From an optimization exercise on the open Yosys and OpenROAD flow, aimed at small area, a short achievable clock period and few clock cycles per item; shortcuts taken in it are not production practice. In this exercise RTL edits were held to simulation tests only and were not proved equivalent to the original.

==> inputs of run G <==
==> flow/design.v (excerpt) <==
module nnTop #(
    parameter int NumNeurons = 10
) (
    input  logic CLK,
    input  logic rst,
    input  logic write,
    input  logic read,
    input  nnPkg::addr_t address,
    input  nnPkg::fixed_t writedata,
    output nnPkg::fixed_t readdata
);
clock: 12.5 ns
lec_check: 0
cap_margin: 20
core_margin: 2
core_utilization: 45
slew_margin: 20
standard.sh (not shown) runs the stock make flow with config.mk's settings and CLKGATE_MAP_FILE= SYNTH_SCRIPT=/design/flow/synth_recipe.tcl, a recipe that flattens the netlist after the stock synthesis.
==> flow/flow/run.sh <==
#!/bin/bash
set -euo pipefail
export BUFFER_PORTS_ARGS="-buffer_cell sky130_fd_sc_hd__buf_4"
export SETUP_SLACK_MARGIN=5.6
bash standard.sh > standard.log 2>&1
==> run R: changes against run G <==
--- a/flow/design.v
+++ b/flow/design.v
@@ -2801,45 +2801,44 @@
     input  logic CLK,
     input  logic rst,
     input  logic busy,
     input  logic valid2,
     input  logic start,
     input  logic phase1,
     input  nnPkg::fixed_t writedata,
     input  logic [NumNeurons-1:0] selIn,
+    input  logic selInBus,
     input  logic [NumNeurons-1:0] selOut,
     input  logic [NumNeurons-1:0][nnPkg::DataWidth-1:0] weightIn,
     input  logic [NumNeurons-1:0][nnPkg::DataWidth-1:0] weightOut,
     input  nnPkg::fixed_t offset,
     output nnPkg::fixed_t result,
     output logic error
 );
     localparam int AW = nnPkg::ActWidth;
     nnPkg::fixed_t xR;
     logic [15:0] wOne, wTwo, wNeg;
     nnPkg::fixed_t wOutR;
     logic wOutMinR;
     nnPkg::fixed_t wInNext;
     nnPkg::fixed_t wOutNext;
     always_comb begin
-        wInNext = '0;
+        wInNext = writedata & {nnPkg::DataWidth{selInBus}};
         wOutNext = '0;
         for (int i = 0; i < NumNeurons; i++) begin
             wInNext = wInNext | (weightIn[i] & {nnPkg::DataWidth{selIn[i]}});
             wOutNext = wOutNext | (weightOut[i] & {nnPkg::DataWidth{selOut[i]}});
         end
     end
-    always_comb begin
+    always_ff @(posedge CLK) begin
         for (int j = 0; j < 16; j++) begin
-            {wNeg[j], wTwo[j], wOne[j]} = nnPkg::boothEncode(
+            {wNeg[j], wTwo[j], wOne[j]} <= nnPkg::boothEncode(
                 {wInNext[2*j+1], wInNext[2*j], (j == 0) ? 1'b0 : wInNext[2*j-1]});
         end
-    end
-    always_ff @(posedge CLK) begin
         wOutR <= wOutNext;
         wOutMinR <= (wOutNext == nnPkg::FixedMin);
     end
     always_ff @(posedge CLK) begin
         if (start) begin
             xR <= writedata;
         end
     end
@@ -2956,17 +2955,19 @@
 endmodule
 `timescale 1ns/1ns
 module nnSequencer #(
     parameter int NumNeurons = 10
 ) (
     input  logic CLK,
     input  logic rst,
     input  logic start,
+    input  logic writeIn0,
     output logic [NumNeurons-1:0] selIn,
+    output logic selInBus,
     output logic [NumNeurons-1:0] selOut,
     output logic valid2,
     output logic phase1,
     output logic busy,
     output logic done
 );
     logic [NumNeurons+1:1] phase;
     always_ff @(posedge CLK) begin
@@ -2982,19 +2983,22 @@
             phase <= {phase[NumNeurons:1], 1'b0};
             if (phase[NumNeurons+1]) begin
                 busy <= 1'b0;
                 done <= 1'b1;
             end
         end
     end
     always_comb begin
-        selIn[0] = !busy;
-        for (int i = 1; i < NumNeurons; i++) begin
-            selIn[i] = phase[i];
+        selInBus = !rst && !busy && writeIn0;
+        selIn = '0;
+        selIn[0] = !rst && !busy && !start && !writeIn0;
+        selIn[1] = !rst && start;
+        for (int i = 2; i < NumNeurons; i++) begin
+            selIn[i] = !rst && phase[i-1];
         end
         selOut = phase[NumNeurons:1];
         valid2 = !rst && (|phase[NumNeurons:1]);
         phase1 = phase[1];
     end
 endmodule
 `timescale 1ns/1ns
 module nnRegisterFile #(
@@ -3009,24 +3013,26 @@
     input  logic busy,
     input  logic done,
     input  logic error,
     input  nnPkg::fixed_t result,
     output nnPkg::fixed_t readdata,
     output logic [NumNeurons-1:0][nnPkg::DataWidth-1:0] weightIn,
     output logic [NumNeurons-1:0][nnPkg::DataWidth-1:0] weightOut,
     output nnPkg::fixed_t offset,
-    output logic start
+    output logic start,
+    output logic writeIn0
 );
     logic writeOk;
     nnPkg::statusWord_t status;
     nnPkg::fixed_t loadData;
     always_comb begin
         writeOk = write && !busy;
         start = writeOk && (address == nnPkg::AddrInput);
+        writeIn0 = writeOk && (address == nnPkg::AddrWeightInBase);
         loadData = writedata & {nnPkg::DataWidth{!rst}};
     end
     always_ff @(posedge CLK) begin
         for (int i = 0; i < NumNeurons; i++) begin
             if (rst || (writeOk && address == nnPkg::addr_t'(nnPkg::AddrWeightInBase + i))) begin
                 weightIn[i] <= loadData;
             end
             if (rst || (writeOk && address == nnPkg::addr_t'(nnPkg::AddrWeightOutBase + i))) begin
@@ -3068,35 +3074,37 @@
     input  nnPkg::addr_t address,
     input  nnPkg::fixed_t writedata,
     output nnPkg::fixed_t readdata
 );
     logic [NumNeurons-1:0][nnPkg::DataWidth-1:0] weightIn;
     logic [NumNeurons-1:0][nnPkg::DataWidth-1:0] weightOut;
     nnPkg::fixed_t offset;
     logic start;
+    logic writeIn0;
+    logic selInBus;
     logic busy;
     logic done;
     logic valid2;
     logic phase1;
     logic [NumNeurons-1:0] selIn;
     logic [NumNeurons-1:0] selOut;
     nnPkg::fixed_t result;
     logic error;
     nnRegisterFile #(.NumNeurons(NumNeurons)) regFile_i (
         .CLK(CLK), .rst(rst), .write(write), .read(read),
         .address(address), .writedata(writedata),
         .busy(busy), .done(done), .error(error), .result(result),
         .readdata(readdata), .weightIn(weightIn), .weightOut(weightOut),
-        .offset(offset), .start(start)
+        .offset(offset), .start(start), .writeIn0(writeIn0)
     );
     nnSequencer #(.NumNeurons(NumNeurons)) seq_i (
-        .CLK(CLK), .rst(rst), .start(start),
+        .CLK(CLK), .rst(rst), .start(start), .writeIn0(writeIn0), .selInBus(selInBus),
         .selIn(selIn), .selOut(selOut),
         .valid2(valid2), .phase1(phase1), .busy(busy), .done(done)
     );
     nnDatapath #(.NumNeurons(NumNeurons)) datapath_i (
         .CLK(CLK), .rst(rst), .busy(busy), .valid2(valid2), .start(start), .phase1(phase1),
-        .writedata(writedata), .selIn(selIn), .selOut(selOut),
+        .writedata(writedata), .selIn(selIn), .selInBus(selInBus), .selOut(selOut),
         .weightIn(weightIn), .weightOut(weightOut), .offset(offset),
         .result(result), .error(error)
     );
 endmodule
==> flow/flow/run.sh (replaced) <==
#!/bin/bash
set -euo pipefail
export BUFFER_PORTS_ARGS="-buffer_cell sky130_fd_sc_hd__buf_4"
export SETUP_SLACK_MARGIN=5.3
bash standard.sh > standard.log 2>&1
==> comparison table <==
| quantity | run G | run R |
|---|---|---|
| Status | timing/DRC/antenna clean | timing/DRC/antenna clean |
| Final worst-path cycle share | 0.612 | 0.608 |
| Post-synthesis xor/xnor area fraction | 0.110 | 0.112 |
| Critical path's largest stage delay | 0.55 ns | 0.39 ns |
| Seq/total area | 0.287 | 0.291 |
| Initial DRC Count | 9,735 | 10,600 |
| Syn Std Cell Area | 83,200 µm² | 84,800 µm² |
| Clock skew | 0.0771 ns | 0.0832 ns |
| Proportion of final cell area spent on non-clock buffers | 0.0349 | 0.0322 |
| Share of layout cells above drive strength 1 | 0.112 | 0.110 |
| Combined area of the multi-input logic cells | 52,500 µm² | 53,300 µm² |
| Compound-gate portion of the synthesized area | 0.197 | 0.191 |
| DR vias | 67,400 | 69,900 |
| Netlist cell types | 111 | 93 |
| DP Wirelength | 206,000 µm | 216,000 µm |
| Clock-cell share | 0.0353 | 0.0403 |
| Cells after Synth | 7,726 | 8,011 |
| Placed cell area | 86,300 µm² | 87,700 µm² |
| Area occupied by registers | 26,200 µm² | 27,200 µm² |
| Post-layout instance area | 91,000 µm² | 93,200 µm² |
| Final critical path time including I/O delays and setup | 7.65 ns | 7.59 ns |
| Clock latency of the later-clocked register in the worst-skew pair | 0.74 ns | 0.75 ns |
Testbench counts of run G, summed over its fixed seeds: cycles 7,168, evals 512.
Testbench counts of run R, summed over its fixed seeds: cycles 7,168, evals 512.

port drivers added, routing unchanged:
The flow's constraints put no driver on any port. The routed layouts listed below were extracted and timed again, unchanged, in two steps.
Step 1 assumes that a clkbuf_16 drives the clock port and a buf_2 every other input.
Step 2 adds t to the input delays and takes it off the output delays; t is the mean of the earliest and latest rising clock arrival at the registers after step 1. Input paths then give back, and output paths get back, about the clock's delay inside the block.
Three values: ideal ports, drivers, drivers and shift; two values: the first two.
run | shift t [ns] | slack for setup (ns) | clock arrival spread, ns | worst register clock-pin slew, ns
run G | 0.784 | 4.846 / 4.825 / 4.825 | 0.077 / 0.077 | 0.07 / 0.07
run R | 0.805 | 4.905 / 4.812 / 4.812 | 0.093 / 0.093 | 0.07 / 0.07
After both steps every run listed still meets setup and hold. For run R, which loses most, drivers alone change the setup slack by -0.093 ns; drivers and shift together by -0.093 ns.
